Context: an optimization exercise on an open-source flow, tuned for small area, a short achievable clock period and few clock cycles per item. The choices shown serve that exercise and are no tape-out recipe. Function was checked by simulation only, so behaviour that the tests miss may differ from the original. Power figures rest on the tool's default switching activity, not on a simulated workload.

==> design.v <==
package tpu_pkg;
        localparam int ARRAY_DIM  = 4;
        localparam int DATA_WIDTH = 8;
        typedef logic [DATA_WIDTH-1:0] elem_t;
endpackage
`timescale 1ns/10ps
module tpu_pe
(
        input  logic [7:0] a_in,
        input  logic [7:0] b_in,
        input  logic [7:0] acc_in,
        output logic [7:0] sum
);
        logic pp1, pp2, pp3, pp4, pp5, pp6, pp7, pp8, pp9, pp10, pp11, pp12, pp13, pp14, pp15, pp16, pp17, pp18, pp19, pp20, pp21, pp22, pp23, pp24, pp25, pp26, pp27, pp28, pp29, pp30, pp31, pp32, pp33, pp34, pp35, pp36, s37, c38, s39, c40, s41, c42, s43, c44, s45, c46, s47, c48, s49, c50, s51, c52, s53, c54, s55, c56, s57, c58, s59, c60, s61, c62, s63, c64, s65, c66, s67, c68, s69, c70, s71, c72, s73, c74, s75, c76, s77, c78, x79, x80, x81, x82, x83, x84, x85, x86, x87, x88, x89, x90, x91;
        logic [7:0] row0, row1;
        assign pp1 = a_in[0] & b_in[0];
        assign pp2 = a_in[0] & b_in[1];
        assign pp3 = a_in[0] & b_in[2];
        assign pp4 = a_in[0] & b_in[3];
        assign pp5 = a_in[0] & b_in[4];
        assign pp6 = a_in[0] & b_in[5];
        assign pp7 = a_in[0] & b_in[6];
        assign pp8 = a_in[0] & b_in[7];
        assign pp9 = a_in[1] & b_in[0];
        assign pp10 = a_in[1] & b_in[1];
        assign pp11 = a_in[1] & b_in[2];
        assign pp12 = a_in[1] & b_in[3];
        assign pp13 = a_in[1] & b_in[4];
        assign pp14 = a_in[1] & b_in[5];
        assign pp15 = a_in[1] & b_in[6];
        assign pp16 = a_in[2] & b_in[0];
        assign pp17 = a_in[2] & b_in[1];
        assign pp18 = a_in[2] & b_in[2];
        assign pp19 = a_in[2] & b_in[3];
        assign pp20 = a_in[2] & b_in[4];
        assign pp21 = a_in[2] & b_in[5];
        assign pp22 = a_in[3] & b_in[0];
        assign pp23 = a_in[3] & b_in[1];
        assign pp24 = a_in[3] & b_in[2];
        assign pp25 = a_in[3] & b_in[3];
        assign pp26 = a_in[3] & b_in[4];
        assign pp27 = a_in[4] & b_in[0];
        assign pp28 = a_in[4] & b_in[1];
        assign pp29 = a_in[4] & b_in[2];
        assign pp30 = a_in[4] & b_in[3];
        assign pp31 = a_in[5] & b_in[0];
        assign pp32 = a_in[5] & b_in[1];
        assign pp33 = a_in[5] & b_in[2];
        assign pp34 = a_in[6] & b_in[0];
        assign pp35 = a_in[6] & b_in[1];
        assign pp36 = a_in[7] & b_in[0];
        assign s37 = acc_in[1] ^ pp2;
        assign c38 = acc_in[1] & pp2;
        assign s39 = acc_in[2] ^ pp10 ^ pp16;
        assign c40 = (acc_in[2] & pp10) | (acc_in[2] & pp16) | (pp10 & pp16);
        assign s41 = pp3 ^ c38;
        assign c42 = pp3 & c38;
        assign s43 = acc_in[3] ^ pp11 ^ pp17;
        assign c44 = (acc_in[3] & pp11) | (acc_in[3] & pp17) | (pp11 & pp17);
        assign s45 = pp22 ^ pp4 ^ c40;
        assign c46 = (pp22 & pp4) | (pp22 & c40) | (pp4 & c40);
        assign s47 = c42 ^ s43;
        assign c48 = c42 & s43;
        assign s49 = acc_in[4] ^ pp12 ^ pp18;
        assign c50 = (acc_in[4] & pp12) | (acc_in[4] & pp18) | (pp12 & pp18);
        assign s51 = pp23 ^ pp27 ^ pp5;
        assign c52 = (pp23 & pp27) | (pp23 & pp5) | (pp27 & pp5);
        assign s53 = c44 ^ s49 ^ s51;
        assign c54 = (c44 & s49) | (c44 & s51) | (s49 & s51);
        assign s55 = c48 ^ c46;
        assign c56 = c48 & c46;
        assign s57 = acc_in[5] ^ pp13 ^ pp19;
        assign c58 = (acc_in[5] & pp13) | (acc_in[5] & pp19) | (pp13 & pp19);
        assign s59 = pp24 ^ pp28 ^ pp31;
        assign c60 = (pp24 & pp28) | (pp24 & pp31) | (pp28 & pp31);
        assign s61 = pp6 ^ c50 ^ c52;
        assign c62 = (pp6 & c50) | (pp6 & c52) | (c50 & c52);
        assign s63 = s57 ^ s59 ^ c54;
        assign c64 = (s57 & s59) | (s57 & c54) | (s59 & c54);
        assign s65 = s61 ^ c56;
        assign c66 = s61 & c56;
        assign s67 = acc_in[6] ^ pp14 ^ pp20;
        assign c68 = (acc_in[6] & pp14) | (acc_in[6] & pp20) | (pp14 & pp20);
        assign s69 = pp25 ^ pp29 ^ pp32;
        assign c70 = (pp25 & pp29) | (pp25 & pp32) | (pp29 & pp32);
        assign s71 = pp34 ^ pp7 ^ c58;
        assign c72 = (pp34 & pp7) | (pp34 & c58) | (pp7 & c58);
        assign s73 = c60 ^ s67 ^ s69;
        assign c74 = (c60 & s67) | (c60 & s69) | (s67 & s69);
        assign s75 = c62 ^ s71 ^ s73;
        assign c76 = (c62 & s71) | (c62 & s73) | (s71 & s73);
        assign s77 = c66 ^ c64;
        assign c78 = c66 & c64;
        assign x79 = acc_in[7] ^ pp15;
        assign x80 = pp21 ^ pp26;
        assign x81 = pp30 ^ pp33;
        assign x82 = pp35 ^ pp36;
        assign x83 = pp8 ^ x79;
        assign x84 = x80 ^ x81;
        assign x85 = x82 ^ c68;
        assign x86 = c70 ^ x83;
        assign x87 = x84 ^ x85;
        assign x88 = x86 ^ c72;
        assign x89 = x87 ^ c74;
        assign x90 = x88 ^ x89;
        assign x91 = x90 ^ c76;
        assign row0[0] = acc_in[0];
        assign row1[0] = pp1;
        assign row0[1] = pp9;
        assign row1[1] = s37;
        assign row0[2] = s39;
        assign row1[2] = s41;
        assign row0[3] = s47;
        assign row1[3] = s45;
        assign row0[4] = s53;
        assign row1[4] = s55;
        assign row0[5] = s65;
        assign row1[5] = s63;
        assign row0[6] = s75;
        assign row1[6] = s77;
        assign row0[7] = c78;
        assign row1[7] = x91;
        assign sum = row0 + row1;
endmodule
module tpu_pe_first
(
        input  logic [7:0] a_in,
        input  logic [7:0] b_in,
        input  logic [7:0] acc_in,
        output logic [7:0] sum
);
        logic pp1, pp2, pp3, pp4, pp5, pp6, pp7, pp8, pp9, pp10, pp11, pp12, pp13, pp14, pp15, pp16, pp17, pp18, pp19, pp20, pp21, pp22, pp23, pp24, pp25, pp26, pp27, pp28, pp29, pp30, pp31, pp32, pp33, pp34, pp35, pp36, s37, c38, s39, c40, s41, c42, s43, c44, s45, c46, s47, c48, s49, c50, s51, c52, s53, c54, s55, c56, s57, c58, s59, c60, s61, c62, s63, c64, s65, c66, s67, c68, s69, c70, s71, c72, s73, c74, s75, c76, s77, c78, x79, x80, x81, x82, x83, x84, x85, x86, x87, x88, x89, x90, x91;
        logic [7:0] row0, row1;
        assign pp1 = a_in[0] & b_in[0];
        assign pp2 = a_in[0] & b_in[1];
        assign pp3 = a_in[0] & b_in[2];
        assign pp4 = a_in[0] & b_in[3];
        assign pp5 = a_in[0] & b_in[4];
        assign pp6 = a_in[0] & b_in[5];
        assign pp7 = a_in[0] & b_in[6];
        assign pp8 = a_in[0] & b_in[7];
        assign pp9 = a_in[1] & b_in[0];
        assign pp10 = a_in[1] & b_in[1];
        assign pp11 = a_in[1] & b_in[2];
        assign pp12 = a_in[1] & b_in[3];
        assign pp13 = a_in[1] & b_in[4];
        assign pp14 = a_in[1] & b_in[5];
        assign pp15 = a_in[1] & b_in[6];
        assign pp16 = a_in[2] & b_in[0];
        assign pp17 = a_in[2] & b_in[1];
        assign pp18 = a_in[2] & b_in[2];
        assign pp19 = a_in[2] & b_in[3];
        assign pp20 = a_in[2] & b_in[4];
        assign pp21 = a_in[2] & b_in[5];
        assign pp22 = a_in[3] & b_in[0];
        assign pp23 = a_in[3] & b_in[1];
        assign pp24 = a_in[3] & b_in[2];
        assign pp25 = a_in[3] & b_in[3];
        assign pp26 = a_in[3] & b_in[4];
        assign pp27 = a_in[4] & b_in[0];
        assign pp28 = a_in[4] & b_in[1];
        assign pp29 = a_in[4] & b_in[2];
        assign pp30 = a_in[4] & b_in[3];
        assign pp31 = a_in[5] & b_in[0];
        assign pp32 = a_in[5] & b_in[1];
        assign pp33 = a_in[5] & b_in[2];
        assign pp34 = a_in[6] & b_in[0];
        assign pp35 = a_in[6] & b_in[1];
        assign pp36 = a_in[7] & b_in[0];
        assign s37 = pp2 ^ pp9;
        assign c38 = pp2 & pp9;
        assign s39 = pp10 ^ pp16 ^ pp3;
        assign c40 = (pp10 & pp16) | (pp10 & pp3) | (pp16 & pp3);
        assign s41 = c38 ^ acc_in[2];
        assign c42 = c38 & acc_in[2];
        assign s43 = pp11 ^ pp17 ^ pp22;
        assign c44 = (pp11 & pp17) | (pp11 & pp22) | (pp17 & pp22);
        assign s45 = pp4 ^ acc_in[3] ^ c40;
        assign c46 = (pp4 & acc_in[3]) | (pp4 & c40) | (acc_in[3] & c40);
        assign s47 = s43 ^ c42;
        assign c48 = s43 & c42;
        assign s49 = pp12 ^ pp18 ^ pp23;
        assign c50 = (pp12 & pp18) | (pp12 & pp23) | (pp18 & pp23);
        assign s51 = pp27 ^ pp5 ^ acc_in[4];
        assign c52 = (pp27 & pp5) | (pp27 & acc_in[4]) | (pp5 & acc_in[4]);
        assign s53 = c44 ^ s49 ^ c46;
        assign c54 = (c44 & s49) | (c44 & c46) | (s49 & c46);
        assign s55 = c48 ^ s51;
        assign c56 = c48 & s51;
        assign s57 = pp13 ^ pp19 ^ pp24;
        assign c58 = (pp13 & pp19) | (pp13 & pp24) | (pp19 & pp24);
        assign s59 = pp28 ^ pp31 ^ pp6;
        assign c60 = (pp28 & pp31) | (pp28 & pp6) | (pp31 & pp6);
        assign s61 = acc_in[5] ^ c50 ^ s57;
        assign c62 = (acc_in[5] & c50) | (acc_in[5] & s57) | (c50 & s57);
        assign s63 = s59 ^ c52 ^ s61;
        assign c64 = (s59 & c52) | (s59 & s61) | (c52 & s61);
        assign s65 = c56 ^ c54;
        assign c66 = c56 & c54;
        assign s67 = pp14 ^ pp20 ^ pp25;
        assign c68 = (pp14 & pp20) | (pp14 & pp25) | (pp20 & pp25);
        assign s69 = pp29 ^ pp32 ^ pp34;
        assign c70 = (pp29 & pp32) | (pp29 & pp34) | (pp32 & pp34);
        assign s71 = pp7 ^ acc_in[6] ^ c58;
        assign c72 = (pp7 & acc_in[6]) | (pp7 & c58) | (acc_in[6] & c58);
        assign s73 = c60 ^ s67 ^ s69;
        assign c74 = (c60 & s67) | (c60 & s69) | (s67 & s69);
        assign s75 = c62 ^ s71 ^ s73;
        assign c76 = (c62 & s71) | (c62 & s73) | (s71 & s73);
        assign s77 = c64 ^ s75;
        assign c78 = c64 & s75;
        assign x79 = pp15 ^ pp21;
        assign x80 = pp26 ^ pp30;
        assign x81 = pp33 ^ pp35;
        assign x82 = pp36 ^ pp8;
        assign x83 = x79 ^ x80;
        assign x84 = x81 ^ x82;
        assign x85 = acc_in[7] ^ c68;
        assign x86 = c70 ^ x83;
        assign x87 = x84 ^ x85;
        assign x88 = x86 ^ c72;
        assign x89 = x87 ^ c74;
        assign x90 = x88 ^ x89;
        assign x91 = x90 ^ c76;
        assign row0[0] = pp1;
        assign row1[0] = acc_in[0];
        assign row0[1] = s37;
        assign row1[1] = acc_in[1];
        assign row0[2] = s39;
        assign row1[2] = s41;
        assign row0[3] = s45;
        assign row1[3] = s47;
        assign row0[4] = s55;
        assign row1[4] = s53;
        assign row0[5] = s63;
        assign row1[5] = s65;
        assign row0[6] = c66;
        assign row1[6] = s77;
        assign row0[7] = x91;
        assign row1[7] = c78;
        assign sum = row0 + row1;
endmodule
`timescale 1ns/10ps
module tpu_top
(
        input  logic clk,
        input  logic rst_n,
        input  logic in_valid,
        input  logic [31:0] a,
        input  logic [31:0] b,
        input  logic out_ready,
        output logic in_ready,
        output logic [31:0] out,
        output logic out_valid,
        output logic done
);
        localparam int N = 4;
        localparam int W = 8;
        logic [1:0]     kin;             
        logic           clr;             
        logic [N-1:0]   orow;            
        logic [N*W-1:0] obuf [1:N-1];    
        logic [N*W-1:0] acc0;            
        logic [N*W-1:0] c_row [1:N-1];   
        logic first, last, ob_free, xfer, in_fire, out_fire, zero;
        assign first    = (kin == 2'd0);
        assign last     = (kin == 2'd3);
        assign ob_free  = !out_valid || (orow[N-1] && out_ready);
        assign in_ready = !clr && (first ? (!orow[0] || out_ready) :
                                   last  ? ob_free : 1'b1);
        assign in_fire  = in_valid && in_ready;
        assign xfer     = in_fire && last;
        assign out_valid = |orow;
        assign out_fire  = out_valid && out_ready;
        always_comb begin
                out = acc0 & {(N*W){orow[0]}};
                for (int r = 1; r < N; r++) begin
                        out = out | (obuf[r] & {(N*W){orow[r]}});
                end
        end
        assign zero = last || clr;
        always_ff @(posedge clk or negedge rst_n) begin
                if (!rst_n) begin
                        kin  <= 2'd0;
                        clr  <= 1'b1;
                        orow <= '0;
                        done <= 1'b0;
                end else begin
                        clr  <= 1'b0;
                        done <= out_fire && orow[N-1];
                        if (in_fire) begin
                                kin <= kin + 2'd1;
                        end
                        if (xfer) begin
                                orow <= 4'b0001;
                        end else if (out_fire) begin
                                orow <= {orow[N-2:0], 1'b0};
                        end
                end
        end
        always_ff @(posedge clk) begin
                if (xfer) begin
                        for (int r = 1; r < N; r++) begin
                                obuf[r] <= c_row[r];
                        end
                end
        end
        for (genvar j = 0; j < N; j++) begin : g_col0
                logic [W-1:0] acc, sum;
                tpu_pe_first u_pe (
                        .a_in   (a[(N-1)*W +: W]),
                        .b_in   (b[(N-1-j)*W +: W]),
                        .acc_in (first ? 8'd0 : acc),
                        .sum    (sum)
                );
                always_ff @(posedge clk) begin
                        if (in_fire) begin
                                acc <= sum;
                        end
                end
                assign acc0[(N-1-j)*W +: W] = acc;
        end
        for (genvar i = 1; i < N; i++) begin : g_row
                for (genvar j = 0; j < N; j++) begin : g_col
                        logic [W-1:0] acc, sum;
                        tpu_pe u_pe (
                                .a_in   (a[(N-1-i)*W +: W]),
                                .b_in   (b[(N-1-j)*W +: W]),
                                .acc_in (acc),
                                .sum    (sum)
                        );
                        always_ff @(posedge clk) begin
                                if (in_fire || clr) begin
                                        acc <= zero ? 8'd0 : sum;
                                end
                        end
                        assign c_row[i][(N-1-j)*W +: W] = sum;
                end
        end
endmodule
==> flow/run.sh <==
#!/bin/bash
# The standard layout, with the port buffers that buffer_ports inserts made of
# sky130_fd_sc_hd__buf_4 instead of the library's default pick, so the input
# ports can drive their fanout; every port still gets its own buffer.
set -euo pipefail
export BUFFER_PORTS_ARGS="-buffer_cell sky130_fd_sc_hd__buf_4"
bash standard.sh > standard.log 2>&1
==> standard.sh <==
#!/bin/bash
# synth_recipe.tcl (not shown) runs the flow's synth.tcl, then flattens the netlist and writes it again
# the make line also repeats each setting of config.mk as NAME=value (left out here)
make -C /OpenROAD-flow-scripts/flow DESIGN_CONFIG=/design/flow/config.mk WORK_HOME=/design/flow/orfs CLKGATE_MAP_FILE= SYNTH_SCRIPT=/design/flow/synth_recipe.tcl "${@:-finish}"
==> config.mk <==
export PLATFORM = sky130hd
export DESIGN_NAME = tpu_top
export DESIGN_NICKNAME = tpu_top
export VERILOG_FILES = /design/flow/design.v
export SDC_FILE = /design/flow/constraint.sdc
export NUM_CORES = 4
export LEC_CHECK = 0
export CAP_MARGIN = 20
export CORE_MARGIN = 2
export CORE_UTILIZATION = 40
export PLACE_DENSITY = 0.6
export SETUP_SLACK_MARGIN = 1.5
export SLEW_MARGIN = 20
==> constraint.sdc <==
create_clock -name core_clock -period 5.0 [get_ports {clk}]
set_input_delay 1.0000 -clock core_clock [delete_from_list [all_inputs] [get_ports {clk}]]
set_output_delay 1.0000 -clock core_clock [all_outputs]
set_load 0.01 [all_outputs]
==> results of run 1 <==
-- cells in the mapped netlist, drive strengths merged --
cell type  instances  share of area [%]
a41oi              6               0.21
nand2b            20               0.50
xor2              88                3.1
nand2            265                4.0
and2             443                 11
o31ai              6               0.18
a21o              27               0.81
a31oi              1              0.025
nand3              2              0.060
o22ai              1              0.025
and4b              1              0.040
o21ai             13               0.26
clkbuf           103                1.6
nor2              39               0.59
dfstp              1               0.11
fa               256                 21
xnor3             12                1.1
nor2b             29               0.73
o21a               9               0.27
dfrtp              7               0.70
nor3               5               0.10
buf               24               0.53
a22oi             64                1.9
a311oi             5               0.18
a21oi             65                1.3
inv              280                4.2
ha               210                 11
o41a               1              0.045
xnor2            209                7.4
conb               1              0.015
o21bai            17               0.51
or4                1              0.045
o41ai              3               0.11
mux2               1              0.045
mux2i              3               0.12
edfxtp           224                 27
-- stage by stage --
step	setup WS, ns	total power [mW]	instances	area, um^2	util (%)
after floorplan	0.872	12.3	2442	26500	-
after global placement	0.706	14.6	3270	27500	44.5
after detailed placement	0.633	14.9	3270	27500	44.5
after CTS	1.42	17.5	3326	29100	47.2
after global routing	1.40	19.4	3350	30100	48.8
final	1.47	18.0	3353	30100	48.8
-- worst paths after layout --
| check | slack (ns) | depth (start not counted) | end |
|---|---|---|---|
| setup / recovery | 1.47 | 14 | g_row[3].g_col[3].acc[7] |
| hold / removal | 0.23 | 1 | orow[3] |
| setup reg to reg | 1.64 | 11 | g_col0[2].acc[7] |
| hold reg to reg | 0.51 | 1 | kin[0] |
| max in group asynchronous | 4.57 | 1 | clr |
| min in group core_clock | 0.51 | 1 | kin[0] |
-- final cells by class --
class                      instances  area (um^2)
tap                              837         1050
sequential                       232         6930
multi-input combinational       1803        17900
clock inverter                    19          268
fill                            5663        31600
clock buffer                      33          783
antenna                            3         7.51
inverter                         280         1050
timing repair buffer             146         2140
-- where the power goes --
part | switching [mW] | internal [mW] | total [mW]
combinational | 6.06 | 5.70 | 11.8
clock | 0.917 | 1.47 | 2.39
sequential | 0.322 | 3.50 | 3.82
total | 7.30 | 10.7 | 18.0
-- logic make-up after synthesis --
| family | count (synthesis) |
|---|---|
| and+or+nand+nor | 805 |
| adders and majority gates | 466 |
| buffers and inverters | 407 |
| xor gates and xnor gates | 309 |
| DFF | 232 |
| AOI/OAI and AO/OA | 218 |
| muxes | 4 |
| other | 1 |
-- routing by layer --
metal	track usage, %	share of wire [%]	wire length, um	up-vias
met5	0	0.016	13	-
met4	6.71	3.1	2490	2
met3	2.95	6.8	5390	132
met2	42.5	50	39700	573
met1	29.9	40	32300	9223
li1	-	-	-	7868
-- critical path: cells and delay by family --
kind	cells	cell delay, ns
buffers and inverters	3	0.25
xor gates and xnor gates	5	0.89
and+or+nand+nor	2	0.30
adders and majority gates	4	1.42
-- what timing repair did --
| item | in CTS | in global routing |
|---|---|---|
| pin swaps | 44 | 83 |
| gates resized for setup | 113 | 133 |
| setup endpoints to repair | 29 | 22 |
| cloned | 4 | 14 |
| buffers inserted | 0 | 10 |
-- flip-flops by register name, indices dropped and copies added, names as in the netlist --
signal           flops
clr                  1
done                 1
g_col0.acc          32
g_row.g_col.acc     96
kin                  2
obuf                96
orow                 4
==> results by group, run 1 <==
Run status
  – Status: complete, no violations

STA
  – Tcrit/Tclk final: 70.7%
  – Relative slew slack: about two fifths
  – Fin. max-slew vios: 0
  – Fmax: 283 MHz
  – Setup TNS: 0 ns
  – Actual slew at the worst max-slew pin: 0.895 ns
  – Final setup viols: 0
  – Min Hold Slack: 0.226 ns
  – Unrepaired setup endpoints after global routing: true
  – Hold Fails Final Rpt: 0
  – Post-route clock skew: around 0.025 ns
  – Tmin final: 3.53 ns

Layout
  – Post-layout nets: slightly above 3k
  – Commonest non-fill, non-tap cell in the layout: and2_1
  – Fraction of layout instances using a drive strength above 1: 20.5%
  – Area Overhead vs Synth: 20.9%
  – Commonest cells after routing, fill and taps aside: and2_1, nand2_1, inv_1, edfxtp_1, fa_1

Global route
  – Largest net degree at the start of global routing: 101
  – GRT Overall Usage: roughly a quarter
  – First-pass GRT wire length: roughly 110 mm
  – Antenna violations before repair: 3
  – Vias in the first global route: roughly 19k
  – Gr ovfl total: 0

Power
  – VDD IR-drop max: about 0.00034 V
  – Pwr per Cell Area: 596 nW/um^2
  – LEAKAGE: 13.0 nW

Synth
  – Mux contribution to synthesized area: 0.166%
  – Cell variety after synth: 42
  – Synth Area in XOR/XNOR: 11.6%
  – Avg Inst Size Synth: 10.2 um^2
  – Cells after Synth: 2442
  – Synth Area in Simple Gates: between 15 and 20%
  – Synthesized area: between 20000 and 25000 um^2
  – Mapped Nets: 2976
  – Register area share after synthesis: 27.8%
  – Largest family of logic cells by synthesized area: adder cells
  – Post-Synth Adder-Cell Area: ~31%
  – Yosys warning total: 3
  – Post-synthesis compound-gate area fraction: 5.86%
  – Post-synthesis register bit count: about 230

Placed design
  – IO buf count: 102
  – RePlAce Congestion: 0.846
  – HPWL after DPL: 50.3 mm

Detailed routing
  – DRT Pass-1 Iters: 5
  – Remaining DRCs: 0
  – Vias: 17.8k
  – Routed vias/inst: 5.31
  – DRT iter0 DRCs: 1251
  – Total wire length: 79.8 mm
  – Post-route ant nets: 0
  – Drt wl/cell: 23.8 um

Flow run
  – Max cap viols: 0

Worst setup path
  – Reg-to-Reg Start: kin[0]
  – Startpoint Class: input port
  – Crit-path cells: buf_16 -> and2_4 -> fa_1 -> inv_2 -> fa_2 -> fa_2 -> inv_2 -> ha_4 -> xor2_4 -> xnor2_2 -> xnor2_1 -> xnor3_1 -> xnor2_2 -> and2_1
  – Crit path launch: b[0]
  – Maximum fanout along the worst path: 16
  – CP arrival: about 4 ns
  – Slowest stage cell on the critical path: fa_1
  – Slowest cell delay on critical path: 0.55 ns
  – Required @ worst endpoint: 5.35 ns
  – Kind of end point of the critical path: register
  – Kind of critical path: in -> reg

Clock network
  – CTS Buf Count: 30
  – CTS tree: built
  – Clock-pin slew on the worst setup and hold paths: 0.06 ns
  – CTS root buffer: clkbuf_16
  – Latest clock arrival within the worst-skew pair: 0.60 ns
  – Max H-tree Level: 1
  – Hold buffer count at CTS: 0
  – CTS Buffer Depth: 3
  – CTS sink count: 232

Die
  – Die Area: 64300 um^2
  – # IOs: 103
  – Die width: 254 um
  – Die span in y: 254 um
  – Row Count: between 90 and 100
  – Core area: 61700 um^2
  – Initial Util: 40.4%

Min path
  – Worst Hold Class: in -> async
Testbench counts, summed over its fixed seeds: cycles 1,328, jobs 320.
==> run 2, diff against run 1 <==
--- a/config.mk
+++ b/config.mk
@@ -10,4 +10,5 @@
 export CORE_UTILIZATION = 40
+export CTS_BUF_LIST = sky130_fd_sc_hd__clkbuf_8
 export PLACE_DENSITY = 0.6
-export SETUP_SLACK_MARGIN = 1.5
+export SETUP_SLACK_MARGIN = 1.0
 export SLEW_MARGIN = 20
==> results by group, run 2 <==
Run status
  – Status: complete, no violations

Layout
  – Commonest non-fill, non-tap cell in the layout: and2_1
  – Final Cell Area: 27900 um^2 (-7.5%)
  – Area of the multi-input gates: 17000 um^2 (-5.2%)
  – Area Overhead vs Synth: 11.8%
  – Reg area: 6930 um^2 (unchanged)
  – Fraction of layout instances using a drive strength above 1: 12.9% (-7.6 points)
  – Commonest cells after routing, fill and taps aside: and2_1, inv_1, nand2_1, edfxtp_1, fa_1
  – Post-layout nets: 3016 (-0.36%)
  – Fillers: 5909 (+4.3%)
  – Top Registers: g_row.g_col.acc (96), obuf (96), g_col0.acc (32)

Detailed routing
  – Post-route ant nets: 0 (unchanged)
  – Routed vias/inst: 5.17 (-2.5%)
  – Vias: 17.3k (-2.5%)
  – Met2 wire len: 34.2 mm (-14%)
  – Total wire length: 72.0 mm (-9.8%)
  – DRT Pass-1 Iters: 5 (unchanged)
  – Routed met3 length: 4.04 mm (-25%)
  – DRT iter0 DRCs: 999 (-20%)
  – Drt wl/cell: 21.5 um (-9.8%)
  – Remaining DRCs: 0 (unchanged)
  – Max Used Layer: met5
  – DRT met1 WL: 32.1 mm (-0.60%)

Placed design
  – HPWL after DPL: 49.9 mm (-0.73%)
  – Placed Area: 26900 um^2 (-1.9%)
  – IO buf count: 102 (unchanged)
  – RePlAce Congestion: 0.852 (+0.71%)

Die
  – Core area: 61700 um^2 (unchanged)
  – Row Count: 91 (unchanged)
  – Die width: 254 um (unchanged)
  – Initial Util: 40.4% (unchanged)
  – # IOs: 103 (unchanged)
  – Die Area: 64300 um^2 (unchanged)
  – Die span in y: 254 um (unchanged)

STA
  – Fin. max-slew vios: 0 (unchanged)
  – Min Hold Slack: 0.193 ns (-0.0324 ns)
  – Final setup viols: 0 (unchanged)
  – Hold Fails Final Rpt: 0 (unchanged)
  – Post-route clock skew: 0.0200 ns (-0.00513 ns)
  – Fmax: 269 MHz (-5.0%)
  – Unrepaired setup endpoints after global routing: false
  – Setup TNS: 0 ns (unchanged)
  – Tcrit/Tclk final: 74.4% (+3.7 points)
  – Actual slew at the worst max-slew pin: 0.980 ns (+0.0848 ns)
  – Relative slew slack: 34.5% (-5.7 points)
  – Tmin final: 3.72 ns (+0.184 ns)

Synth
  – Fraction of registers with async set or reset after synthesis: 3.45% (unchanged)
  – Count leader, synth: and2_1
  – Mapped Nets: 2976 (unchanged)
  – Largest family of logic cells by synthesized area: adder cells
  – Post-synth top flop: edfxtp_1
  – Top cells by count, synth: and2_1, inv_1, nand2_1
  – Cell variety after synth: 42 (unchanged)
  – Cells after Synth: 2442 (unchanged)
  – Mux contribution to synthesized area: 0.166% (unchanged)
  – Post-synthesis register bit count: 232 (unchanged)
  – Synthesized area: 24900 um^2 (unchanged)
  – Avg Inst Size Synth: 10.2 um^2 (unchanged)
  – Synth top area cells: edfxtp_1, fa_1, and2_1
  – Post-Synth Adder-Cell Area: 31.1% (unchanged)
  – Yosys warning total: 3 (unchanged)
  – Yosys top cell by area: edfxtp_1
  – Post-synthesis compound-gate area fraction: 5.86% (unchanged)
  – Register area share after synthesis: 27.8% (unchanged)
  – EDFF count, synth: 224 (unchanged)
  – Area share of the largest cell type after synthesis: 27.0% (unchanged)
  – Synth Area in XOR/XNOR: 11.6% (unchanged)
  – Synth Area in Simple Gates: 17.2% (unchanged)

Power
  – Tot Pwr: 16.2 mW (-9.8%)
  – Pwr per Cell Area: 582 nW/um^2 (-2.5%)
  – LEAKAGE: 12.3 nW (-5.1%)
  – VDD IR-drop max: 0.000229 V (-33%)

Clock network
  – CTS root buffer: clkbuf_8
  – Post-CTS setup buffer count: 0 (unchanged)
  – Clock-pin slew on the worst setup and hold paths: 0.06 ns (about the same)
  – Hold buffer count at CTS: 0 (unchanged)
  – CTS Buf Count: 47 (+57%)
  – CTS Buffer Depth: 3 (unchanged)
  – Resized Gates After CTS: 0 (-100%)
  – CTS tree: built
  – Latest clock arrival within the worst-skew pair: 0.63 ns (+0.03 ns)
  – CTS sink count: 232 (unchanged)
  – Max H-tree Level: 2 (+1)

Worst setup path
  – Startpoint Class: input port
  – R2R depth: 13 (+2)
  – Reg2reg setup slack: 1.34 ns (-0.30 ns)
  – Maximum fanout along the worst path: 28 (+12)
  – Kind of critical path: in -> reg
  – Required @ worst endpoint: 5.38 ns (+0.03 ns)
  – CP arrival: 4.09 ns (+0.20 ns)
  – Kind of end point of the critical path: register

Global route
  – Gr ovfl total: 0 (unchanged)
  – First-pass GRT wire length: 112 mm (-2.2%)
  – Largest net degree at the start of global routing: 69 (-32%)
  – Vias in the first global route: 18.8k (-2.1%)
  – Antenna violations before repair: 3 (unchanged)
  – GRT Overall Usage: 23.1% (-0.53 points)

Min path
  – Worst Hold Class: in -> async

Flow run
  – Max cap viols: 0 (unchanged)
run 2: routing by layer:
layer  global-route usage, %  up-vias
li1                        -     7837
met1                    31.7     8914
met2                    38.6      479
met3                    2.92      113
met4                    6.32        2
met5                       0        -
run 2: kinds of logic after synthesis:
group                    after synthesis
flip-flops                           232
buffers and inverters                407
multiplexers                           4
adder cells (fa/ha/maj)              466
XOR/XNOR                             309
AO/OA/AOI/OAI                        218
other                                  1
AND/OR/NAND/NOR                      805
run 2: per-stage QoR:
step           setup WS (ns)  cells  utilization [%]
4_1_cts                 1.03   3352             45.2
3_3_place_gp           0.691   3270             43.6
5_1_grt                 1.12   3353             45.2
2_1_floorplan          0.873   2442                -
3_5_place_dp           0.640   3270             43.6
6_report                1.28   3353             45.2
run 2: power breakdown:
part	switching (mW)	internal, mW	total [mW]
clock	0.928	1.15	2.07
combinational	5.50	4.81	10.3
sequential	0.326	3.50	3.82
run 2: path summary, 6_finish.rpt:
path	start	end
worst max-delay path	a[17]	g_row[1].g_col[0].acc[7]
worst min-delay path	rst_n	orow[3]
worst max register to register	kin[0]	g_col0[3].acc[7]
worst min register to register	kin[0]	kin[0]
max in group asynchronous	rst_n	clr
min in group core_clock	kin[0]	kin[0]
run 2: worst max-delay path, stage by stage:
cell and delay (ns):
buf_4 0.36, nand2_1 0.15, fa_1 0.49, fa_2 0.38
fa_2 0.34, inv_2 0.07, ha_4 0.12, xor2_1 0.15
xnor2_1 0.16, xnor2_1 0.16, xnor3_1 0.34, xor2_1 0.18
and2_1 0.16
run 2: final cells by class:
cell class                      count  share of cell area (%)
Antenna cell                        1                 0.00897
Clock buffer                       55                    2.71
Clock inverter                     27                   0.669
Sequential cell                   232                    24.8
Inverter                          280                    3.77
Timing Repair Buffer              118                    3.31
Multi-Input combinational cell   1803                    60.9
Tap cell                          837                    3.76
==> run 3, diff against run 2 <==
--- a/config.mk
+++ b/config.mk
@@ -10,3 +10,2 @@
 export CORE_UTILIZATION = 40
-export CTS_BUF_LIST = sky130_fd_sc_hd__clkbuf_8
 export PLACE_DENSITY = 0.6
==> results by group, run 3 <==
STA
  – Tmin final: 3.77 ns (+0.0474 ns)
  – Setup TNS: 0 ns (unchanged)
  – Final setup viols: 0 (unchanged)
  – Post-route clock skew: 0.0129 ns (-0.00710 ns)
  – Hold Fails Final Rpt: 0 (unchanged)
  – Unrepaired setup endpoints after global routing: false
  – Actual slew at the worst max-slew pin: 0.969 ns (-0.0105 ns)
  – Fmax: 266 MHz (-1.3%)
  – Relative slew slack: 35.2% (+0.70 points)
  – Fin. max-slew vios: 0 (unchanged)
  – Tcrit/Tclk final: 75.3% (+0.95 points)

Die
  – Die Area: 64300 um^2 (unchanged)
  – Row Count: 91 (unchanged)
  – Initial Util: 40.4% (unchanged)
  – Die span in y: 254 um (unchanged)
  – Die width: 254 um (unchanged)
  – Core area: 61700 um^2 (unchanged)
  – # IOs: 103 (unchanged)

Placed design
  – RePlAce Congestion: 0.852 (unchanged)
  – Dpl cells: 3270 (unchanged)
  – HPWL after DPL: 49.9 mm (unchanged)
  – Placed Area: 26900 um^2 (unchanged)
  – IO buf count: 102 (unchanged)

Synth
  – Top cells by count, synth: and2_1, inv_1, nand2_1
  – Cell variety after synth: 42 (unchanged)
  – Synthesized area: 24900 um^2 (unchanged)
  – EDFF count, synth: 224 (unchanged)
  – Area share of the largest cell type after synthesis: 27.0% (unchanged)
  – Yosys warning total: 3 (unchanged)
  – Register area share after synthesis: 27.8% (unchanged)
  – Post-synthesis register bit count: 232 (unchanged)
  – Avg Inst Size Synth: 10.2 um^2 (unchanged)
  – Cells after Synth: 2442 (unchanged)
  – Post-synth top flop: edfxtp_1
  – Count leader, synth: and2_1
  – Fraction of registers with async set or reset after synthesis: 3.45% (unchanged)
  – Yosys top cell by area: edfxtp_1
  – Synth top area cells: edfxtp_1, fa_1, and2_1
  – Mapped Nets: 2976 (unchanged)

Global route
  – First-pass GRT wire length: 111 mm (-0.42%)
  – Vias in the first global route: 18.7k (-0.89%)
  – Antenna violations before repair: 2 (-1)
  – Largest net degree at the start of global routing: 69 (unchanged)
  – GRT Overall Usage: 23.0% (-0.18 points)
  – Gr ovfl total: 0 (unchanged)

Detailed routing
  – DRT iter0 DRCs: 995 (-0.40%)
  – Total wire length: 71.7 mm (-0.48%)
  – Routed met3 length: 3.76 mm (-6.8%)
  – Max Used Layer: met5
  – DRT met1 WL: 32.2 mm (+0.33%)
  – Drt wl/cell: 21.5 um (+0.30%)
  – Vias: 17.2k (-0.82%)
  – Met2 wire len: 34.0 mm (-0.62%)
  – Remaining DRCs: 0 (unchanged)
  – DRT Pass-1 Iters: 5 (unchanged)
  – Routed vias/inst: 5.17 (about the same)
  – Post-route ant nets: 0 (unchanged)

Clock network
  – CTS root buffer: clkbuf_16
  – CTS Buf Count: 31 (-34%)
  – Clock-pin slew on the worst setup and hold paths: 0.06 ns (about the same)
  – Max H-tree Level: 1 (-1)
  – CTS Buffer Depth: 3 (unchanged)
  – CTS tree: built
  – CTS sink count: 232 (unchanged)
  – Post-CTS setup buffer count: 0 (unchanged)
  – Latest clock arrival within the worst-skew pair: 0.58 ns (-0.05 ns)

Layout
  – Final Cell Area: 27900 um^2 (about the same)
  – Commonest cells after routing, fill and taps aside: and2_1, inv_1, nand2_1, edfxtp_1, fa_1
  – Finished Layout Cells: 3327 (-0.78%)
  – Area Overhead vs Synth: 11.9% (about the same)
  – Util after Layout: 45.2% (about the same)
  – Commonest non-fill, non-tap cell in the layout: and2_1
  – Fillers: 5886 (-0.39%)
  – Antenna diode count: 0 (-1)
  – Fraction of layout instances using a drive strength above 1: 12.4% (-0.47 points)
  – Post-layout nets: 3000 (-0.53%)
  – Top Registers: g_row.g_col.acc (96), obuf (96), g_col0.acc (32)

Worst setup path
  – Slowest cell delay on critical path: 0.49 ns (about the same)
  – Worst path bufs/invs: 2 (unchanged)
  – Reg-to-Reg Start: kin[0]
  – Reg2reg setup slack: 1.33 ns (about the same)
  – R2R depth: 13 (unchanged)
  – Startpoint Class: input port
  – Worst reg2reg endpoint: g_col0[3].acc[7]
  – CP arrival: 4.10 ns (about the same)
  – Maximum fanout along the worst path: 28 (unchanged)
  – Kind of end point of the critical path: register
  – CP Depth: 13 (unchanged)
  – Crit-path cells: buf_4 -> nand2_1 -> fa_1 -> fa_2 -> fa_2 -> inv_2 -> ha_4 -> xor2_1 -> xnor2_1 -> xnor2_1 -> xnor3_1 -> xor2_1 -> and2_1
  – Kind of critical path: in -> reg
  – Crit path to: g_row[1].g_col[0].acc[7]
  – Worst path top cell family by delay: adder cells
  – Crit path launch: a[17]
  – Slowest stage cell on the critical path: fa_1
  – Required @ worst endpoint: 5.34 ns (-0.04 ns)

Min path
  – Worst Hold Class: in -> async

Power
  – Pwr per Cell Area: 583 nW/um^2 (+0.31%)
  – VDD IR-drop max: 0.000307 V (+34%)
  – LEAKAGE: 12.2 nW (-0.63%)

Run status
  – Status: complete, no violations

Flow run
  – Max cap viols: 0 (unchanged)
run 3: cell types whose count changed in the layout (fill, tap and decap cells not counted), sizes merged:
cell,change
clkbuf,-16
clkinv,+3
inv,-14
diode,-1
bufinv,-2
clkinvlp,+4
run 3: through the flow:
step           setup WS [ns]  power [mW]  hold WS, ns
6_report                1.23        16.3        0.225
5_1_grt                 1.07        17.7        0.209
4_1_cts                 1.01        16.4        0.199
3_5_place_dp           0.640        14.1        0.505
3_3_place_gp           0.691        13.9        0.486
2_1_floorplan          0.873        11.6        0.473
run 3: final cells by class:
| class | instances | area [um^2] | share of cell area [%] |
|---|---|---|---|
| Inverter | 280 | 1050 | 3.77 |
| Clock inverter | 18 | 129 | 0.462 |
| Sequential cell | 232 | 6930 | 24.8 |
| Clock buffer | 39 | 826 | 2.96 |
| Multi-Input combinational cell | 1803 | 17000 | 60.9 |
| Tap cell | 837 | 1050 | 3.75 |
| Timing Repair Buffer | 118 | 923 | 3.31 |
run 3: kinds of logic after synthesis:
kind of cell,count (synthesis),synth area share (%)
AOI/OAI and AO/OA,218,5.86
xor gates and xnor gates,309,11.6
adders and majority gates,466,31.1
buffers and inverters,407,6.30
DFF,232,27.8
muxes,4,0.166
other,1,0.0150
and+or+nand+nor,805,17.2
run 3: worst min path at each step:
stage | end | slack (ns) | cells after the start
after global placement | kin[0] | 0.49 | 1
after CTS | done | 0.20 | 1
after global routing | kin[1] | 0.21 | 1
after floorplan | kin[0] | 0.47 | 1
after detailed placement | kin[0] | 0.51 | 1
final | kin[0] | 0.23 | 1
run 3: timing repair:
item,in CTS,in global routing
hold buffers,0,0
setup endpoints to repair,0,3
gates resized for setup,0,1
run 3: where the power goes:
group	switching [mW]	total [mW]	internal, mW
Sequential	0.326	3.82	3.50
Clock	0.931	2.15	1.21
Combinational	5.49	10.3	4.81
Total	6.75	16.3	9.52
run 3: worst register-to-register path, cell delays in order, from the launching register on:
cell and delay, ns:
dfrtp_1 0.42, inv_1 0.08, ha_2 0.49, buf_4 0.27, nand2b_1 0.16, fa_1 0.45, fa_1 0.53, inv_2 0.05
ha_4 0.14, xor2_1 0.15, xnor2_1 0.14, xnor2_1 0.15, xnor2_1 0.30, xnor2_1 0.10
run 3: per-layer routing:
metal  global-route usage (%)  vias up
li1                         -     7807
met1                     31.6     8825
met2                     38.7      461
met3                     2.44      108
met4                     5.95        2
met5                        0        -
==> run 4, diff against run 3 <==
==> flow/run.sh (replaced) <==
#!/bin/bash
# The standard layout, with the port buffers that buffer_ports inserts made of
# sky130_fd_sc_hd__buf_2 instead of the library's default pick, so the input
# ports can drive their fanout; every port still gets its own buffer.
set -euo pipefail
export BUFFER_PORTS_ARGS="-buffer_cell sky130_fd_sc_hd__buf_2"
bash standard.sh > standard.log 2>&1
--- a/config.mk
+++ b/config.mk
@@ -10,2 +10,3 @@
 export CORE_UTILIZATION = 40
+export CTS_BUF_LIST = sky130_fd_sc_hd__clkbuf_8
 export PLACE_DENSITY = 0.6
==> results by group, run 4 <==
Run status
  – Status: complete, no violations

STA
  – Final setup viols: 0 (unchanged)
  – Setup TNS: 0 ns (unchanged)
  – Setup ws final: 1.07 ns (-0.162 ns)
  – Tcrit/Tclk final: 78.5% (+3.2 points)
  – Unrepaired setup endpoints after global routing: true
  – Post-route clock skew: 0.0293 ns (+0.0164 ns)
  – Hold Fails Final Rpt: 0 (unchanged)
  – Tmin final: 3.93 ns (+0.162 ns)
  – Fin. max-slew vios: 0 (unchanged)
  – Actual slew at the worst max-slew pin: 1.12 ns (+0.154 ns)
  – Fmax: 255 MHz (-4.1%)
  – Relative slew slack: 25.2% (-10 points)

Clock network
  – CTS Buffer Depth: 3 (unchanged)
  – CTS sink count: 232 (unchanged)
  – Clock-pin slew on the worst setup and hold paths: 0.06 ns (about the same)
  – CTS root buffer: clkbuf_8
  – CTS tree: built
  – CTS Buf Count: 46 (+48%)
  – Latest clock arrival within the worst-skew pair: 0.64 ns (+0.06 ns)
  – Max H-tree Level: 2 (+1)

Die
  – Initial Util: 40.4% (unchanged)
  – Die width: 254 um (unchanged)
  – # IOs: 103 (unchanged)
  – Die span in y: 254 um (unchanged)
  – Core area: 61700 um^2 (unchanged)
  – Die Area: 64300 um^2 (unchanged)
  – Row Count: 91 (unchanged)

Placed design
  – HPWL after DPL: 51.1 mm (+2.3%)
  – Dpl ws: 0.340 ns (-0.300 ns)
  – RePlAce Congestion: 0.880 (+3.3%)
  – Placed Area: 26800 um^2 (-0.63%)
  – Dpl cells: 3283 (+0.40%)
  – IO buf count: 102 (unchanged)

Layout
  – Area Overhead vs Synth: 11.6%
  – Final Cell Area: 27800 um^2 (-0.28%)
  – Commonest cells after routing, fill and taps aside: and2_1, inv_1, nand2_1, edfxtp_1, fa_1
  – Finished Layout Cells: 3369 (+1.3%)
  – Top Registers: g_row.g_col.acc (96), obuf (96), g_col0.acc (32)
  – Post-layout nets: 3028 (+0.93%)
  – Fraction of layout instances using a drive strength above 1: 13.5% (+1.1 points)
  – Commonest non-fill, non-tap cell in the layout: and2_1

Detailed routing
  – DRT Pass-1 Iters: 4 (-1)
  – Vias: 17.5k (+1.7%)
  – Total wire length: 73.0 mm (+1.8%)
  – Drt wl/cell: 21.7 um (+0.56%)
  – Routed vias/inst: 5.19 (+0.42%)
  – Remaining DRCs: 0 (unchanged)
  – DRT iter0 DRCs: 978 (-1.7%)
  – Post-route ant nets: 0 (unchanged)

Power
  – VDD IR-drop max: 0.000210 V (-31%)
  – Tot Pwr: 16.3 mW (unchanged)
  – LEAKAGE: 12.3 nW (+0.83%)
  – Pwr per Cell Area: 585 nW/um^2 (+0.28%)

Global route
  – Gr ovfl total: 0 (unchanged)
  – GRT Overall Usage: 23.4% (+0.49 points)
  – First-pass GRT wire length: 113 mm (+1.5%)
  – Antenna violations before repair: 4 (+2)
  – Largest net degree at the start of global routing: 97 (+41%)
  – Vias in the first global route: 19.2k (+2.6%)

Synth
  – Mapped Nets: 2976 (unchanged)
  – Yosys warning total: 3 (unchanged)
  – Post-synthesis register bit count: 232 (unchanged)
  – Synthesized area: 24900 um^2 (unchanged)
  – Cells after Synth: 2442 (unchanged)
  – Post-synth top flop: edfxtp_1
  – Register area share after synthesis: 27.8% (unchanged)
  – Synth top area cells: edfxtp_1, fa_1, and2_1
  – Cell variety after synth: 42 (unchanged)
  – Area share of the largest cell type after synthesis: 27.0% (unchanged)
  – EDFF count, synth: 224 (unchanged)
  – Avg Inst Size Synth: 10.2 um^2 (unchanged)
  – Count leader, synth: and2_1
  – Top cells by count, synth: and2_1, inv_1, nand2_1
  – Yosys top cell by area: edfxtp_1
  – Fraction of registers with async set or reset after synthesis: 3.45% (unchanged)

Worst setup path
  – Startpoint Class: input port
  – Kind of critical path: in -> reg
  – CP arrival: 4.30 ns (+0.20 ns)
  – Kind of end point of the critical path: register
  – Maximum fanout along the worst path: 29 (+3.6%)
  – Required @ worst endpoint: 5.37 ns (+0.03 ns)

Flow run
  – Max cap viols: 0 (unchanged)

Min path
  – Worst Hold Class: in -> async
==> run 4: cell counts after synthesis <==
No cell type changed its count.
==> run 4: layout make-up <==
cell class / count / area, um^2
clock buffers: 50 / 688
diodes: 3 / 7.51
well taps: 837 / 1050
flip-flops and latches: 232 / 6930
fillers: 5821 / 33900
inverters: 280 / 1050
multi-input cells: 1803 / 17000
clock inverters: 33 / 329
repair buffers: 131 / 778
==> run 4: path summary, 6_finish.rpt <==
| kind | from | cells after the start | slack [ns] | to |
|---|---|---|---|---|
| min | rst_n | 1 | 0.22 | kin[0] |
| max | b[1] | 13 | 1.07 | g_col0[3].acc[7] |
| max in group asynchronous | rst_n | 1 | 4.54 | clr |
| min in group core_clock | kin[0] | 1 | 0.51 | kin[0] |
| min reg2reg | kin[0] | 1 | 0.51 | kin[0] |
| max reg2reg | kin[0] | 13 | 1.23 | g_col0[0].acc[7] |
==> run 4: kinds of logic after synthesis <==
group | share of synthesized area, %
AO/OA/AOI/OAI | 5.86
adder cells (fa/ha/maj) | 31.1
multiplexers | 0.166
other | 0.0150
flip-flops | 27.8
AND/OR/NAND/NOR | 17.2
XOR/XNOR | 11.6
buffers and inverters | 6.30
==> run 4: report_power, final <==
part	switching, mW	internal, mW
registers	0.335	3.50
logic	5.48	4.72
clock network	0.951	1.29
==> run 4: worst max-delay path: stages <==
cell and delay (ns):
buf_2 0.55, and2_1 0.27, fa_1 0.42, inv_1 0.09, fa_1 0.43, fa_1 0.52, inv_2 0.05, ha_4 0.14
xor2_1 0.14, xnor2_1 0.13, xnor2_1 0.14, xnor2_1 0.30, xnor2_1 0.10
==> run 4: what timing repair did <==
item / CTS / global route
hold buffers: 0 / 0
setup buffers: 0 / 0
setup endpoints to repair: 0 / 6
gates resized for setup: 0 / 10
==> run 4: stage by stage <==
step                hold slack (ns)  util, %
floorplan                     0.473        -
finish                        0.218     45.1
global route                  0.192     45.1
detailed placement            0.496     43.4
global placement              0.490     43.4
CTS                           0.175     45.0
==> run 4: layer usage <==
metal / vias up / part of all wire, % / track usage (%)
li1: 7876 / - / -
met1: 9045 / 42 / 30.3
met2: 451 / 49 / 40.2
met3: 119 / 6.2 / 4.09
met4: 2 / 2.6 / 6.97
met5: - / 0.018 / 0
==> run 5, diff against run 4 <==
==> flow/run.sh (replaced) <==
#!/bin/bash
# The standard layout with two changes:
# - the port buffers that buffer_ports inserts are sky130_fd_sc_hd__buf_4 instead of the
#   library's default pick, so the input ports can drive their fanout; every port still
#   gets its own buffer;
# - synthesis is the standard flow's own script (synth_recipe.tcl) except that Yosys's synth skips its
#   generic ABC pass (-noabc), so the full and half adders written in the RTL reach
#   extract_fa as written instead of re-expressed with inverters. Everything else (the
#   -nofsm -noshare synth, flattening, renaming, flip-flop mapping and the final ABC
#   mapping) is unchanged, so the registers are the standard synthesis's.
set -euo pipefail
sed '1s/.*/proc synth {args} { yosys synth -nofsm -noshare -noabc {*}$args }/' \
        synth_recipe.tcl > noabc_synth.tcl
sed "s#SYNTH_SCRIPT=[^ ]*#SYNTH_SCRIPT=$PWD/noabc_synth.tcl#" standard.sh > standard_noabc.sh
export BUFFER_PORTS_ARGS="-buffer_cell sky130_fd_sc_hd__buf_4"
bash standard_noabc.sh > standard.log 2>&1
==> results by group, run 5 <==
Run status
  – Status: complete, no violations

Placed design
  – HPWL after DPL: 47.5 mm (-7.0%)
  – IO buf count: 102 (unchanged)
  – Placed Area: 26100 um^2 (-2.6%)
  – RePlAce Congestion: 0.843 (-4.2%)

Synth
  – Count leader, synth: and2_1
  – EDFF count, synth: 224 (unchanged)
  – Synth top area cells: edfxtp_1, fa_1, and2_1
  – Yosys warning total: 3 (unchanged)
  – Fraction of registers with async set or reset after synthesis: 3.45% (unchanged)
  – Yosys top cell by area: edfxtp_1
  – Area share of the largest cell type after synthesis: 27.7% (+0.74 points)
  – Cells after Synth: 2176 (-11%)
  – Avg Inst Size Synth: 11.1 um^2 (+9.2%)
  – Top cells by count, synth: and2_1, fa_1, edfxtp_1
  – Register area share after synthesis: 28.6% (+0.77 points)
  – Synthesized area: 24300 um^2 (-2.7%)
  – Mapped Nets: 2710 (-8.9%)
  – Cell variety after synth: 43 (+2.4%)
  – Post-synthesis register bit count: 232 (unchanged)
  – Post-synth top flop: edfxtp_1

Clock network
  – Max H-tree Level: 2 (unchanged)
  – CTS root buffer: clkbuf_8
  – Resized Gates After CTS: 0 (unchanged)
  – Latest clock arrival within the worst-skew pair: 0.67 ns (+0.03 ns)
  – Clock-pin slew on the worst setup and hold paths: 0.06 ns (about the same)
  – CTS tree: built
  – CTS Buf Count: 48 (+4.3%)
  – Hold buffer count at CTS: 0 (unchanged)
  – CTS sink count: 232 (unchanged)
  – Post-CTS setup buffer count: 0 (unchanged)
  – CTS Buffer Depth: 3 (unchanged)

Worst setup path
  – Kind of end point of the critical path: register
  – CP arrival: 4.09 ns (-0.21 ns)
  – Startpoint Class: input port
  – Worst reg2reg endpoint: g_col0[3].acc[7]
  – Maximum fanout along the worst path: 28 (-3.4%)
  – Required @ worst endpoint: 5.39 ns (+0.02 ns)
  – R2R depth: 12 (-1)
  – Reg-to-Reg Start: kin[0]
  – Kind of critical path: in -> reg
  – Reg2reg setup slack: 1.59 ns (+0.36 ns)

Power
  – VDD IR-drop max: 0.000441 V (+110%)
  – LEAKAGE: 11.5 nW (-6.9%)
  – Pwr per Cell Area: 577 nW/um^2 (-1.3%)

STA
  – Fin. max-slew vios: 0 (unchanged)
  – Unrepaired setup endpoints after global routing: false
  – Actual slew at the worst max-slew pin: 0.792 ns (-0.330 ns)
  – Hold Fails Final Rpt: 0 (unchanged)
  – Tmin final: 3.70 ns (-0.227 ns)
  – Final setup viols: 0 (unchanged)
  – Setup TNS: 0 ns (unchanged)
  – Tcrit/Tclk final: 74.0% (-4.5 points)
  – Post-route clock skew: 0.0306 ns (+0.00122 ns)
  – Min Hold Slack: 0.164 ns (-0.0541 ns)
  – Relative slew slack: 47.2% (+22 points)
  – Fmax: 270 MHz (+6.1%)

Die
  – Die span in y: 250 um (-1.3%)
  – # IOs: 103 (unchanged)
  – Die width: 250 um (-1.3%)
  – Core area: 60100 um^2 (-2.6%)
  – Initial Util: 40.3% (-0.052 points)
  – Die Area: 62600 um^2 (-2.6%)
  – Row Count: 90 (-1.1%)

Detailed routing
  – Routed vias/inst: 5.39 (+3.8%)
  – Total wire length: 68.1 mm (-6.7%)
  – Vias: 16.4k (-6.5%)
  – DRT iter0 DRCs: 1154 (+18%)
  – Remaining DRCs: 0 (unchanged)
  – Post-route ant nets: 0 (unchanged)
  – Drt wl/cell: 22.5 um (+3.6%)
  – DRT Pass-1 Iters: 6 (+2)

Global route
  – Largest net degree at the start of global routing: 76 (-22%)
  – GRT Overall Usage: 22.3% (-1.1 points)
  – Gr ovfl total: 0 (unchanged)
  – Vias in the first global route: 17.9k (-6.5%)
  – First-pass GRT wire length: 106 mm (-5.9%)
  – Antenna violations before repair: 3 (-1)

Layout
  – Area Overhead vs Synth: 11.0%
  – Final Cell Area: 26900 um^2 (-3.2%)
  – Post-layout nets: 2751 (-9.1%)
  – Fraction of layout instances using a drive strength above 1: 13.4% (-0.11 points)
  – Top Registers: g_row.g_col.acc (96), obuf (96), g_col0.acc (32)
  – Commonest non-fill, non-tap cell in the layout: and2_1
  – Commonest cells after routing, fill and taps aside: and2_1, edfxtp_1, fa_1, ha_1, xnor2_1
  – Util after Layout: 44.8% (-0.31 points)

Flow run
  – Max cap viols: 0 (unchanged)

Min path
  – Worst Hold Class: in -> async
## run 5: cell count changes after synthesis, sizes merged, moves of 7 or more
cell and change:
a21o +7, nand2b -8, nand2 -102, o21ai +7, inv -258, nor2 -16, and2 +104
## run 5: cell type report
| type | count | area (um^2) |
|---|---|---|
| Sequential cell | 232 | 6930 |
| Clock inverter | 36 | 180 |
| Tap cell | 782 | 978 |
| Fill cell | 5667 | 33200 |
| Multi-Input combinational cell | 1795 | 17200 |
| Antenna cell | 1 | 2.50 |
| Timing Repair Buffer | 118 | 898 |
| Clock buffer | 49 | 674 |
| Inverter | 22 | 82.6 |
## run 5: critical path: stages
cell	delay (ns)
buf_4	0.30
and2_4	0.22
fa_1	0.45
fa_2	0.40
fa_2	0.39
ha_4	0.17
xnor2_2	0.13
xnor2_1	0.19
xnor2_1	0.17
xnor3_1	0.35
xor2_1	0.17
and2_1	0.16
## run 5: worst max-delay path by stage
stage,from,endpoint,slack [ns],cells after the start
after detailed placement,a[1],g_row[3].g_col[1].acc[7],0.63,12
after global routing,a[1],g_row[3].g_col[1].acc[7],1.19,12
final,a[1],g_row[3].g_col[1].acc[7],1.30,12
after global placement,a[8],g_row[2].g_col[0].acc[7],0.72,12
after CTS,a[1],g_row[3].g_col[1].acc[7],1.34,12
after floorplan,b[19],g_row[3].g_col[1].acc[7],0.86,13
## run 5: cells by family after synthesis
kind of cell | count (synthesis) | share of synthesized area, %
DFF | 232 | 28.6
buffers and inverters | 149 | 2.52
AOI/OAI and AO/OA | 226 | 6.25
other | 1 | 0.0155
adders and majority gates | 466 | 32.0
and+or+nand+nor | 789 | 18.5
muxes | 4 | 0.186
xor gates and xnor gates | 309 | 12.0
## run 5: report_power, final
group	switching (mW)	total [mW]	internal [mW]
Clock	0.962	1.92	0.956
Sequential	0.340	3.84	3.50
Combinational	5.13	9.78	4.66
Total	6.43	15.5	9.12
## run 5: per-layer routing
layer	GRT usage, %	vias to the layer above	wire (um)
li1	-	7330	-
met1	29.7	8383	29600
met2	36.5	516	31700
met3	4.43	123	4700
met4	7.46	4	2120
met5	0	-	24
## run 5: through the flow
stage	instances	total power [mW]	setup WS (ns)
after global routing	3035	16.9	1.19
after CTS	3034	15.7	1.34
after floorplan	2176	11.2	0.859
after detailed placement	2949	13.7	0.627
after global placement	2949	13.4	0.717
final	3035	15.5	1.30
==> run 6, diff against run 5 <==
--- a/config.mk
+++ b/config.mk
@@ -10,3 +10,2 @@
 export CORE_UTILIZATION = 40
-export CTS_BUF_LIST = sky130_fd_sc_hd__clkbuf_8
 export PLACE_DENSITY = 0.6
==> results by group, run 6 <==
STA
  – Unrepaired setup endpoints after global routing: false
  – Actual slew at the worst max-slew pin: 0.790 ns (-0.00272 ns)
  – Hold Fails Final Rpt: 0 (unchanged)
  – Setup TNS: 0 ns (unchanged)
  – Fin. max-slew vios: 0 (unchanged)
  – Final setup viols: 0 (unchanged)
  – Tmin final: 3.72 ns (+0.0214 ns)
  – Fmax: 269 MHz (-0.58%)
  – Post-route clock skew: 0.0372 ns (+0.00663 ns)
  – Relative slew slack: 47.4% (+0.18 points)
  – Tcrit/Tclk final: 74.4% (+0.43 points)

Layout
  – Commonest non-fill, non-tap cell in the layout: and2_1
  – Commonest cells after routing, fill and taps aside: and2_1, edfxtp_1, fa_1, ha_1, xnor2_1
  – Top Registers: g_row.g_col.acc (96), obuf (96), g_col0.acc (32)
  – Post-layout nets: 2734 (-0.62%)
  – Util after Layout: 45.1% (+0.29 points)
  – Fraction of layout instances using a drive strength above 1: 13.2% (-0.19 points)
  – Area Overhead vs Synth: 11.7%
  – Antenna diode count: 0 (-1)

Worst setup path
  – CP arrival: 4.09 ns (about the same)
  – Startpoint Class: input port
  – Kind of critical path: in -> reg
  – Maximum fanout along the worst path: 28 (unchanged)
  – Kind of end point of the critical path: register
  – Required @ worst endpoint: 5.37 ns (-0.02 ns)

Detailed routing
  – DRT Pass-1 Iters: 5 (-1)
  – DRT iter0 DRCs: 989 (-14%)
  – Vias: 16.3k (-0.27%)
  – Drt wl/cell: 22.6 um (+0.79%)
  – Total wire length: 68.0 mm (-0.17%)
  – Remaining DRCs: 0 (unchanged)
  – Routed vias/inst: 5.43 (+0.69%)
  – Post-route ant nets: 0 (unchanged)

Min path
  – Worst Hold Class: in -> async

Synth
  – Register area share after synthesis: 28.6% (unchanged)
  – Yosys warning total: 3 (unchanged)
  – Post-synth top flop: edfxtp_1
  – Yosys top cell by area: edfxtp_1
  – Top cells by count, synth: and2_1, fa_1, edfxtp_1
  – EDFF count, synth: 224 (unchanged)
  – Count leader, synth: and2_1
  – Area share of the largest cell type after synthesis: 27.7% (unchanged)
  – Synthesized area: 24300 um^2 (unchanged)
  – Synth top area cells: edfxtp_1, fa_1, and2_1
  – Avg Inst Size Synth: 11.1 um^2 (unchanged)
  – Mapped Nets: 2710 (unchanged)
  – Post-synthesis register bit count: 232 (unchanged)
  – Cell variety after synth: 43 (unchanged)
  – Cells after Synth: 2176 (unchanged)
  – Fraction of registers with async set or reset after synthesis: 3.45% (unchanged)

Global route
  – Vias in the first global route: 17.8k (-0.63%)
  – GRT Overall Usage: 22.1% (-0.24 points)
  – Largest net degree at the start of global routing: 76 (unchanged)
  – Antenna violations before repair: 2 (-1)
  – Gr ovfl total: 0 (unchanged)
  – First-pass GRT wire length: 106 mm (-0.46%)

Clock network
  – Post-CTS setup buffer count: 0 (unchanged)
  – CTS tree: built
  – Max H-tree Level: 1 (-1)
  – CTS sink count: 232 (unchanged)
  – Resized Gates After CTS: 0 (unchanged)
  – CTS root buffer: clkbuf_16
  – Hold buffer count at CTS: 0 (unchanged)
  – CTS Buf Count: 31 (-35%)
  – Clock-pin slew on the worst setup and hold paths: 0.06 ns (about the same)
  – Latest clock arrival within the worst-skew pair: 0.62 ns (-0.05 ns)
  – CTS Buffer Depth: 3 (unchanged)

Run status
  – Status: complete, no violations

Die
  – Die Area: 62600 um^2 (unchanged)
  – Initial Util: 40.3% (unchanged)
  – Die span in y: 250 um (unchanged)
  – Core area: 60100 um^2 (unchanged)
  – Row Count: 90 (unchanged)
  – # IOs: 103 (unchanged)
  – Die width: 250 um (unchanged)

Power
  – Pwr per Cell Area: 589 nW/um^2 (+2.0%)
  – VDD IR-drop max: 0.000420 V (-4.8%)
  – LEAKAGE: 11.5 nW (+0.32%)

Placed design
  – RePlAce Congestion: 0.843 (unchanged)
  – IO buf count: 102 (unchanged)
  – HPWL after DPL: 47.5 mm (unchanged)

Flow run
  – Max cap viols: 0 (unchanged)
==> run 6: worst paths after layout <==
path	start	to	slack, ns	cells past startpoint
worst max register to register	kin[0]	g_col0[3].acc[7]	1.56	12
min in group core_clock	kin[0]	kin[0]	0.54	1
worst max-delay path	a[1]	g_row[3].g_col[1].acc[7]	1.28	12
max in group asynchronous	rst_n	clr	4.60	1
worst min-delay path	rst_n	done	0.19	1
worst min register to register	kin[0]	kin[0]	0.54	1
==> run 6: cell type report <==
cell class / count / area, um^2
clock buffer: 37 / 818
clock inverter: 20 / 211
fill: 5630 / 33000
inverter: 22 / 82.6
multi-input combinational: 1795 / 17200
sequential: 232 / 6930
tap: 782 / 978
timing repair buffer: 118 / 898
==> run 6: per-stage QoR <==
stage	power [mW]	area, um^2	setup WS, ns	hold slack (ns)	std cells
after CTS	16.1	27100	1.30	0.161	3006
final	16.0	27100	1.28	0.185	3006
after floorplan	11.2	25100	0.859	0.473	2176
after global routing	17.3	27100	1.15	0.176	3006
after detailed placement	13.7	26100	0.627	0.525	2949
after global placement	13.4	26100	0.717	0.496	2949
==> run 6: logic make-up after synthesis <==
kind of cell / share of synthesized area, %
simple gates: 18.5
fa+ha+maj: 32.0
xor+xnor: 12.0
flops: 28.6
compound gates: 6.25
buf+inv: 2.52
mux: 0.186
other cells: 0.0155
==> run 6: report_power, final <==
| group | leakage (nW) | switching [mW] | total [mW] | internal [mW] |
|---|---|---|---|---|
| sequential | 2.29 | 0.344 | 3.84 | 3.50 |
| combinational | 8.71 | 5.12 | 9.78 | 4.66 |
| clock | 0.513 | 0.968 | 2.34 | 1.37 |
==> run 6: per-layer routing <==
metal  up-vias  share of wire, %  track usage, %
met1      8411                44            29.6
met2       494                47            36.5
met4         4               2.7            6.24
met5         -             0.035               0
met3       119               7.1            4.33
li1       7284                 -               -
==> run 6: critical path, stage by stage <==
cell	delay (ns)
buf_4	0.31
and2_4	0.22
fa_1	0.45
fa_2	0.40
fa_2	0.39
ha_4	0.17
xnor2_2	0.13
xnor2_1	0.18
xnor2_1	0.17
xnor3_1	0.35
xor2_1	0.17
and2_1	0.15

## afterwards: timing with drivers on the ports
In the flow no input, the clock included, has a driving cell. The finished layouts below were timed again as built, in two steps.
Step 1 assumes that a clkbuf_16 drives the clock port and a buf_2 every other input.
Step 2 times the ports against the registers' clock, not the clock port: input delays grow and output delays shrink by t, the midpoint of the rising clock arrivals with the driver on.
a / b / c = ideal / step 1 / step 2; a / b = the first two.
| run | shift t [ns] | slack for setup (ns) | worst hold slack (ns) |
|---|---|---|---|
| run 1 | 0.647 | 1.466 / 1.371 / 0.723 | 0.226 / 0.196 / 0.513 |
| run 2 | 0.679 | 1.282 / 1.299 / 0.619 | 0.193 / 0.165 / 0.517 |
| run 3 | 0.643 | 1.235 / 1.271 / 0.628 | 0.225 / 0.191 / 0.532 |
| run 4 | 0.678 | 1.073 / 1.067 / 0.389 | 0.218 / 0.185 / 0.511 |
| run 5 | 0.705 | 1.300 / 1.286 / 0.581 | 0.164 / 0.134 / 0.532 |
| run 6 | 0.659 | 1.279 / 1.271 / 0.612 | 0.185 / 0.154 / 0.536 |
After both steps every run listed still meets setup and hold. For run 1, which loses most, drivers alone change the setup slack by -0.095 ns; drivers and shift together by -0.743 ns.
